What follows belongs to an exercise in optimizing a design on an open flow for small area, a short achievable clock period and few clock cycles per item; a production flow would make more cautious choices.

v7:
## fasthash64_stream
module fasthash64_stream (
    input  logic                         clk,
    input  logic                         rst_n,
    input  logic                         cfg_wr_en,
    input  logic [63:0]                  cfg_wr_data,
    input  logic                         s_axis_tvalid,
    output logic                         s_axis_tready,
    input  logic [fh64_pkg::TDATA_W-1:0] s_axis_tdata,
    input  logic                         s_axis_tuser,
    input  logic                         s_axis_tlast,
    output logic                         m_axis_tvalid,
    input  logic                         m_axis_tready,
    output logic [63:0]                  m_axis_tdata
);
    logic [63:0] in_pre;
    logic [31:0] in_len;
    logic        in_absorb;
    logic        v1, f1, a1, l1, take1;
    logic        load_fin;
    logic [63:0] fin_pre;
    logic [63:0] pre1;
    logic [31:0] len1;
    fh64_front u_front (
        .s_axis_tdata (s_axis_tdata),
        .pre          (in_pre),
        .msg_len      (in_len),
        .absorb       (in_absorb)
    );
    fh64_queue u_queue (
        .clk       (clk),
        .rst_n     (rst_n),
        .load      (s_axis_tready),
        .in_valid  (s_axis_tvalid),
        .in_pre    (in_pre),
        .in_len    (in_len),
        .in_first  (s_axis_tuser),
        .in_absorb (in_absorb),
        .in_last   (s_axis_tlast),
        .load_fin  (load_fin),
        .fin_pre   (fin_pre),
        .take      (take1),
        .valid     (v1),
        .pre       (pre1),
        .msg_len   (len1),
        .first     (f1),
        .absorb    (a1),
        .last      (l1)
    );
    fh64_back u_back (
        .clk           (clk),
        .rst_n         (rst_n),
        .cfg_wr_en     (cfg_wr_en),
  ...
export LEC_CHECK = 0
export CAP_MARGIN = 20
export CORE_MARGIN = 2
export CORE_UTILIZATION = 40
export SETUP_SLACK_MARGIN = 3.5
export SLEW_MARGIN = 20
create_clock -name core_clock -period 11.0 [get_ports {clk}]
standard.sh (not shown) runs the stock make flow with config.mk's settings and CLKGATE_MAP_FILE= SYNTH_SCRIPT=/design/flow/synth_recipe.tcl, a recipe that flattens the netlist after the stock synthesis.
==> flow/flow/run.sh <==
#!/bin/bash
# Standard flow, with one netlist clean-up between synthesis and floorplan:
# netfix2.py chooses the polarity of each full adder so that the adder
# trees need far fewer inverters (a full adder is self-dual). Registers and
# all other cells are left as synthesis made them. Port buffers use the
# smallest buffer cell.
set -euo pipefail
# Port buffers: the smallest buffer cell (placement's repair resizes any
# that need more drive).
export BUFFER_PORTS_ARGS="-buffer_cell sky130_fd_sc_hd__buf_1"
R=orfs/results/sky130hd/fasthash64_stream/base
bash standard.sh synth > synth.log 2>&1
cp $R/1_2_yosys.v yosys_standard.v
python3 flow/netfix2.py yosys_standard.v $R/1_2_yosys.v > netfix.log 2>&1
rm -f $R/1_synth.odb $R/1_synth.sdc
bash standard.sh > layout.log 2>&1
Other scripts of this flow, unchanged in this note and not shown: flow/flow/netfix2.py
No stage failed in v7, and the final checks on the layout all came back clean.
--- input diff v7..v32 ---
-- flow/config.mk --
<<< v7, line 10
export CORE_UTILIZATION = 40
export SETUP_SLACK_MARGIN = 3.5
export SLEW_MARGIN = 20
>>> v32, line 10
export CORE_UTILIZATION = 40
export SETUP_SLACK_MARGIN = 4.0
export SLEW_MARGIN = 20
Findings:
v32: number of signal-net buffers in the layout higher than v7
Post-route standard cell area excluding fillers grows by a few percent when moving from v7 to v32.
Edits applied to the flow inputs when going from v32 to v38:
-- flow/config.mk --
<<< v32, line 10
export CORE_UTILIZATION = 40
export SETUP_SLACK_MARGIN = 4.0
export SLEW_MARGIN = 20
>>> v38, line 10
export CORE_UTILIZATION = 40
export SETUP_SLACK_MARGIN = 3.0
export SLEW_MARGIN = 20
- Summary: violation count after the first detailed-routing iteration, v38 worse than v32
- Maximum number of pins on one net before global-route repair: v38 higher than v32
- The number of global-route vias before repair of v38 is lower than that of v32.
- Compared with v32, v38 shows a higher flip-flop and latch share of the layout cell area.
- v38 improves on v32 in design area.
- v38 vs. v32: transition time at the pin with the least slew margin decreased 0.082 ns; achievable clock frequency decreased 4.7%.
diff inputs: v38 => v24
-- flow/config.mk --
<<< v38, line 10
export CORE_UTILIZATION = 40
export SETUP_SLACK_MARGIN = 3.0
>>> v24, line 10
export CORE_UTILIZATION = 40
export CTS_BUF_LIST = sky130_fd_sc_hd__clkbuf_4 sky130_fd_sc_hd__clkbuf_8
export CTS_CLUSTER_SIZE = 24
export SETUP_SLACK_MARGIN = 3.0
==> summary.txt <==
- The first-pass detailed-route iteration total in v24 was lower than what v38 gave.
- Critical path depth delta for v24 relative to v38: about 4% higher
- Re number of cells on the worst reg-to-reg path: v24 is 1 up on v38.
- Global-route usage of v24 is on par with v38.
- For worst hold slack after final layout, v38 and v24 come out practically identical.
- v38 has lower post-layout minimum cycle time than v24.
- Core utilization of the finished layout across v38 and v24: no real change.
- v24: flow completed, timing, DRC and antenna clean
- Taking v24 as 1.0, v38 lands at 0.882 on number of setup buffers added after CTS.
Here is what was changed in the inputs of v56 compared with v24.
==> flow/flow/run.sh <==
#!/bin/bash
# Standard flow, with one netlist clean-up between synthesis and floorplan:
# netfix2.py chooses the polarity of each full adder so that the adder
# trees need far fewer inverters (a full adder is self-dual). Registers and
# all other cells are left as synthesis made them.
set -euo pipefail
R=orfs/results/sky130hd/fasthash64_stream/base
bash standard.sh synth > synth.log 2>&1
cp $R/1_2_yosys.v yosys_standard.v
python3 flow/netfix2.py yosys_standard.v $R/1_2_yosys.v > netfix.log 2>&1
rm -f $R/1_synth.odb $R/1_synth.sdc
bash standard.sh > layout.log 2>&1
-- flow/config.mk --
<<< v24, line 10
export CORE_UTILIZATION = 40
export CTS_BUF_LIST = sky130_fd_sc_hd__clkbuf_4 sky130_fd_sc_hd__clkbuf_8
export CTS_CLUSTER_SIZE = 24
export SETUP_SLACK_MARGIN = 3.0
>>> v56, line 10
export CORE_UTILIZATION = 40
export SETUP_SLACK_MARGIN = 3.0
## What came out
Delta (v56 minus v24): routed metal-1 wirelength +about 5.7%, slack of the worst reg-to-reg path has decreased, cell area +about 2.7%, final critical path time including I/O delays and setup moved up, final antenna diode count now larger.
Status: achievable clock frequency parity (v24, v56)
No run of this note included a check of the RTL's function; only the layout flow was run.

afterwards: timing with drivers on the ports:
The flow's constraints put no driver on any port. The routed layouts listed below were extracted and timed again, unchanged, in two steps.
Step 1: set_driving_cell puts a clkbuf_16 on clk and a buf_2 on each other input, an assumption about the parent block.
Step 2, shift: input delay + t, output delay - t, t = (earliest + latest rising clock arrival at the registers) / 2. This alone moves slack from input paths to output paths.
a / b / c = ideal ports / drivers / drivers and shift; a / b = the first two.
run | t, ns | setup slack, ns | worst hold slack (ns) | worst setup path after step 2
v7 | 0.662 | 3.283 / 3.283 / 3.283 | 0.423 / 0.423 / 0.423 | register to register
v32 | 0.676 | 3.396 / 3.396 / 3.396 | 0.417 / 0.417 / 0.417 | register to register
v38 | 0.665 | 3.020 / 3.020 / 3.020 | 0.425 / 0.425 / 0.425 | register to register
v24 | 0.803 | 3.005 / 3.005 / 3.005 | 0.427 / 0.427 / 0.427 | register to register
v56 | 0.661 | 2.983 / 2.983 / 2.983 | 0.425 / 0.425 / 0.425 | register to register
After both steps setup and hold are still met in every run listed.
